This design comes from an exercise in tuning for small area, a short achievable clock period and few clock cycles on the open sky130 flow, not from production work.
The RTL was checked by simulation tests, not by an equivalence proof against the original design.

## flow/design.v (module list and top-level ports; edited modules follow where they fit)
// module backprop_ctrl: 44 lines
// module loss_unit: 13 lines
// module bp_fa: 10 lines
// module bp_ha: 9 lines
// module bp_bs: 10 lines
// module bp_bsn: 10 lines
// module bp_mac: 385 lines
// module bp_mac2: 737 lines
// module bp_sqacc: 339 lines
// module bp_sq: 291 lines
// module grad_accum: 10 lines
// module param_update: 11 lines
// module backprop_top: 176 lines
module backprop_top (
  input  logic                    dtb,
  input  logic                    rst_n,
  input  logic                    sample_valid,
  input  logic                    drain_start,
  input  logic [2*16-1:0] x,
  input  logic [2*16-1:0] y_hid,
  input  logic [2*16-1:0] y_out,
  input  logic [2*16-1:0] target,
  input  logic [(2 * 2 + 2 * 2)*16-1:0] w,
  input  logic [(2 + 2)*16-1:0] b,
  output logic                    param_valid,
  output logic                    busy,
  output logic                    drain_done,
  output logic [4-1:0]      param_index,
  output logic [16-1:0]        param_value,
  output logic [16-1:0]        cost
);
  // ...
==> flow/run.sh <==
#!/bin/bash
# synth_recipe.tcl (not shown) runs the flow's synth.tcl, then flattens the netlist and writes it again
# the make line also repeats each setting of config.mk as NAME=value (left out here)
make -C /OpenROAD-flow-scripts/flow DESIGN_CONFIG=/design/flow/config.mk WORK_HOME=/design/flow/orfs CLKGATE_MAP_FILE= SYNTH_SCRIPT=/design/flow/synth_recipe.tcl finish
==> flow/config.mk <==
export PLATFORM = sky130hd
export DESIGN_NAME = backprop_top
export DESIGN_NICKNAME = backprop_top
export VERILOG_FILES = /design/flow/design.v
export SDC_FILE = /design/flow/constraint.sdc
export NUM_CORES = 4
export LEC_CHECK = 0
export ABC_AREA = 1
export CAP_MARGIN = 20
export CORE_MARGIN = 2
export CORE_UTILIZATION = 40
export SLEW_MARGIN = 20
==> flow/constraint.sdc <==
create_clock -name core_clock -period 22.0 [get_ports {dtb}]
set_input_delay 4.4000 -clock core_clock [delete_from_list [all_inputs] [get_ports {dtb}]]
set_output_delay 4.4000 -clock core_clock [all_outputs]
set_load 0.01 [all_outputs]
==> summary.txt, run 1 <==
HP Class: register to register
DR vias: 84900
largest net degree at the start of global routing: 60
most common cell after layout, fill and taps aside: inv_1
Core ar.: 232000 um^2
GR Util met2: 46.6%
Site Rows: 177
Root Driver: clkbuf_16
CP startpoint kind: register
die area: 237000 um^2
run status: no timing/DRC/antenna violations
WL final: 371000 um
Critical Path Max Stage Delay: 0.67 ns
Compound-Gate Fraction of Synth Area: 15.5%
CTS tree: yes
crit path to: eh2[0][15]
fraction of area in multi-input gates: 70.3%
first-pass GRT wire length: 552000 um
Post-CTS Setup Inserts: 0
Max Buffers Root-to-Sink: 3
sequential cell area share: 9.78%
max_slew headroom: 12.2%
YS warnings: 31
CP dominant cell by count: fa_1
Crit. Startpoint: h1[0][15]
Syn Inst Count: 11700
fill count: 23100
RePlAce Congestion: 0.999
CP Data Required Time: 22.64 ns
area of the multi-input gates: 72200 um^2
Testbench counts, summed over its fixed seeds: cycles 7,332.
==> run 2: changes to the inputs <==
--- a/flow/config.mk
+++ b/flow/config.mk
@@ -12 +12,2 @@
 export SLEW_MARGIN = 20
+export SYNTH_HIERARCHICAL = 1
==> run 2 against run 1 <==
Compared with the run above: first-iteration DRC count shrank 10%; still clean on timing, DRC and antenna; final cell count is 14% higher; critical endpoint is now eh2[0][11]; critical path depth is 4 lower; area after synthesis grew 9.8%; register-to-register slack got worse by 0.02 ns; die area grew 9.7%; sequential share of layout area is 0.64 points lower; setup slack got worse by 0.022 ns.
==> summary.txt, run 2 <==
total negative slack: 0 ns (unchanged)
met1 GRT Util: 37.0% (was 40.7%)
synth top area cells: fa_1 (26%), xor2_1 (13%), nand2_1 (12%) (was fa_1 (27%), xor2_1 (14%), dfxtp_1 (9.7%))
first-pass GRT wire length: 560000 um (was 552000 um)
YS warnings: 37 (was 31)
# hold bufs at CTS: 0 (unchanged)
RePlAce Congestion: 0.998 (was 0.999)
grt total ovfl: 0 (unchanged)
clk_skew: 0.0455 ns (was 0.0751 ns)
Initial Util: 40.3% (was 40.2%)
most frequent cells in the layout: nand2_1 (3162), inv_1 (1997), xor2_1 (1465) (was inv_1 (2192), xor2_1 (1490), nand2_1 (1401))
die area: 260000 um^2 (was 237000 um^2)
max_slew headroom: 22.2% (was 12.2%)
DP HPWL: 288000 um (was 286000 um)
placed cell area: 108000 um^2 (was 100000 um^2)
All-Layer GR Usage: 28.2% (was 30.9%)
most used routing layer in global routing: met2 (unchanged)
clk sinks: 491 (unchanged)
share of cells above drive strength 1: 6.27% (was 4.55%)
post-route ant nets: 0 (unchanged)
f_max: 137 MHz (about the same)
RSZ-0062 raised after global routing: false (unchanged)
vias in the first global route: 88700 (was 86600)
CP Data Required Time: 22.62 ns (was 22.64 ns)
Top Registers: acc_w1 x64, acc_w2 x64, w2 x64 (unchanged)
DIE WIDTH: 510 um (was 487 um)
largest net degree at the start of global routing: 65 (was 60)
CTS tree: yes (unchanged)
HP Class: register to register (unchanged)
CP startpoint kind: register (unchanged)
initial antenna violation count: 22 (was 21)
Fin. Hold Viols: 0 (unchanged)
# IOs: 363 (unchanged)
worst-skew pair later-pin latency: 0.74 ns (was 0.77 ns)
first drt pass iteration count: 6 (was 8)
M3 GR Usage: 4.84% (was 8.12%)
Core ar.: 254000 um^2 (was 232000 um^2)
crit path DAT: 7.93 ns (was 7.94 ns)
EDFF count, synth: 0 (unchanged)
Root Driver: clkbuf_16 (unchanged)
Post-synth top cells: nand2_1 (3162), inv_1 (1997), xor2_1 (1465) (was inv_1 (2194), xor2_1 (1490), nand2_1 (1401))
count of different cell masters after synthesis: 49 (was 62)
Net count, final: 15700 (was 14000)
DR vias: 90300 (was 84900)
worst-path fanout max: 28 (was 20)
most frequent cell after synthesis: nand2_1 (was inv_1)
Synth Register Bits: 491 (unchanged)
Slew Limit Fails: 0 (unchanged)
most common cell after layout, fill and taps aside: nand2_1 (was inv_1)
Setup crit end kind: register (unchanged)
Final period util: 33.3% (was 33.2%)
hold_ws: 0.294 ns (was 0.326 ns)
Yosys top cell area share: 25.9% (was 27.3%)
WL final: 370000 um (was 371000 um)
Avg Synthesized Cell Area: 7.58 um^2 (was 7.95 um^2)
Site Rows: 185 (was 177)
Setup CP Type: register to register (unchanged)
GR Util met2: 44.1% (was 46.6%)
vias per cell: 5.35 (was 5.72)
routed len/inst: 21.9 um (was 25.0 um)
die height: 510 um (was 487 um)
Max Buffers Root-to-Sink: 3 (unchanged)
final setup fails: 0 (unchanged)
initial DRC count: 7784 (was 8684)
Syn Inst Count: 13500 (was 11700)
Post-CTS Setup Inserts: 0 (unchanged)
Worst-Margin Slew: 1.17 ns (was 1.30 ns)
# port buffers: 362 (unchanged)
run status: no timing/DRC/antenna violations (unchanged)
Post-Syn Nets: 15800 (was 14000)
area added between synthesis and finish: 7.65% (was 9.96%)
DRC: 0 (unchanged)
Post-synth ARST share: 8.35% (unchanged)
post-cts sizing count: 0 (unchanged)
sequential cell area fraction in the yosys report: 9.79% (was 10.8%)
TritonCTS buffer count: 71 (was 72)
Clock transition at path regs: 0.06 ns (about the same)
fill count: 26100 (was 23100)
H-tree depth: 3 (unchanged)
max-cap viol count: 0 (unchanged)
Final Cell Area: 110000 um^2 (was 103000 um^2)
Synth area leader: fa_1 (unchanged)
Period minus WS final: 7.32 ns (was 7.29 ns)
Util after Layout: 43.4% (was 44.2%)
most common flop cell mapped by yosys: dfxtp_1 (unchanged)
Synth Cell Area: 102000 um^2 (was 93300 um^2)
[run 2: layer usage]
| layer | wire [um] | vias to the layer above | part of all wire (%) |
|---|---|---|---|
| li1 | - | 42500 | - |
| met1 | 152000 | 43300 | 41 |
| met3 | 29800 | 731 | 8.0 |
| met2 | 165000 | 3744 | 45 |
| met4 | 22700 | 6 | 6.2 |
| met5 | 33 | - | 0.0089 |
[run 2: final cells by class]
type | instances | area, um^2 | share of cell area (%)
repair buffers | 451 | 4290 | 3.89
flip-flops and latches | 491 | 10100 | 9.14
well taps | 3366 | 4210 | 3.82
multi-input cells | 10300 | 81400 | 73.8
diodes | 27 | 67.6 | 0.0612
inverters | 2085 | 7830 | 7.09
clock inverters | 39 | 469 | 0.425
clock buffers | 91 | 1970 | 1.79
[run 2: per-module statistics from Yosys (local to each module, per instance)]
module | area (um^2) | flops+latches | times used
loss_unit | 1950 | 0 | 1
backprop_top | 13500 | 418 | 1
bp_fa | 20.0 | 0 | 1296
param_update | 2260 | 0 | 1
bp_mac2 | 6620 | 0 | 2
backprop_ctrl | 369 | 9 | 1
bp_mac | 4050 | 0 | 8
bp_sqacc | 2250 | 0 | 1
grad_accum | 1400 | 16 | 4
bp_sq | 2220 | 0 | 1
bp_ha | 12.5 | 0 | 221
[run 2: kinds of logic after synthesis]
kind of cell | share of synthesized area, %
adder cells (fa/ha/maj) | 33.9
flip-flops | 9.79
buffers and inverters | 10.8
AND/OR/NAND/NOR | 20.5
AO/OA/AOI/OAI | 12.0
XOR/XNOR | 13.0
[run 2: per-stage QoR]
step           setup WS (ns)  std cells
2_1_floorplan          16.20      13500
3_3_place_gp           14.91      16700
3_5_place_dp           14.86      16700
4_1_cts                14.83      16900
5_1_grt                14.32      16900
6_report               14.68      16900
[run 2: worst paths after layout]
| kind | start | end | slack [ns] | depth (start not counted) |
|---|---|---|---|---|
| min | x1[1][8] | x2[1][8] | 0.29 | 0 |
| min reg2reg | x1[1][8] | x2[1][8] | 0.29 | 0 |
| min in group asynchronous | rst_n | d1[0][2] | 3.65 | 1 |
| max reg2reg | h1[0][15] | eh2[0][11] | 14.68 | 20 |
| max in group asynchronous | rst_n | d1[0][0] | 17.94 | 1 |
| max | h1[0][15] | eh2[0][11] | 14.68 | 20 |
[run 2: critical path, stage by stage (launching register included)]
cell and delay (ns):
dfxtp_2 0.31, buf_4 0.28, nor2_2 0.87, nand2_1 0.26, o21a_1 0.45, o22ai_1 0.22
xor2_1 0.33, fa_1 0.51, fa_1 0.53, fa_1 0.54, fa_1 0.57, fa_1 0.45
fa_1 0.48, ha_1 0.43, nand2_1 0.16, nor2_1 0.20, inv_1 0.08, nor3_1 0.22
nand3_1 0.15, nand4_1 0.10, nand2_1 0.06

afterwards: timing with drivers on the ports:
No port has a modelled driver above. Below, the same layouts with a new extraction and two added sets of constraints. Step 1 assumes that a clkbuf_16 drives the clock port and a buf_2 every other input. Step 2 times the ports against the registers' clock, not the clock port: input delays grow and output delays shrink by t, the midpoint of the rising clock arrivals with the driver on. Slacks: ideal ports / drivers / drivers and shift; pairs: ideal ports / drivers.
run	shift t [ns]	setup WS [ns]	worst setup path after step 2	pins driven straight from the clock port
run 1	0.842	14.707 / 14.707 / 14.707	register to register	1
run 2	0.814	14.685 / 14.685 / 14.685	register to register	1
After both steps every run listed still meets setup and hold.
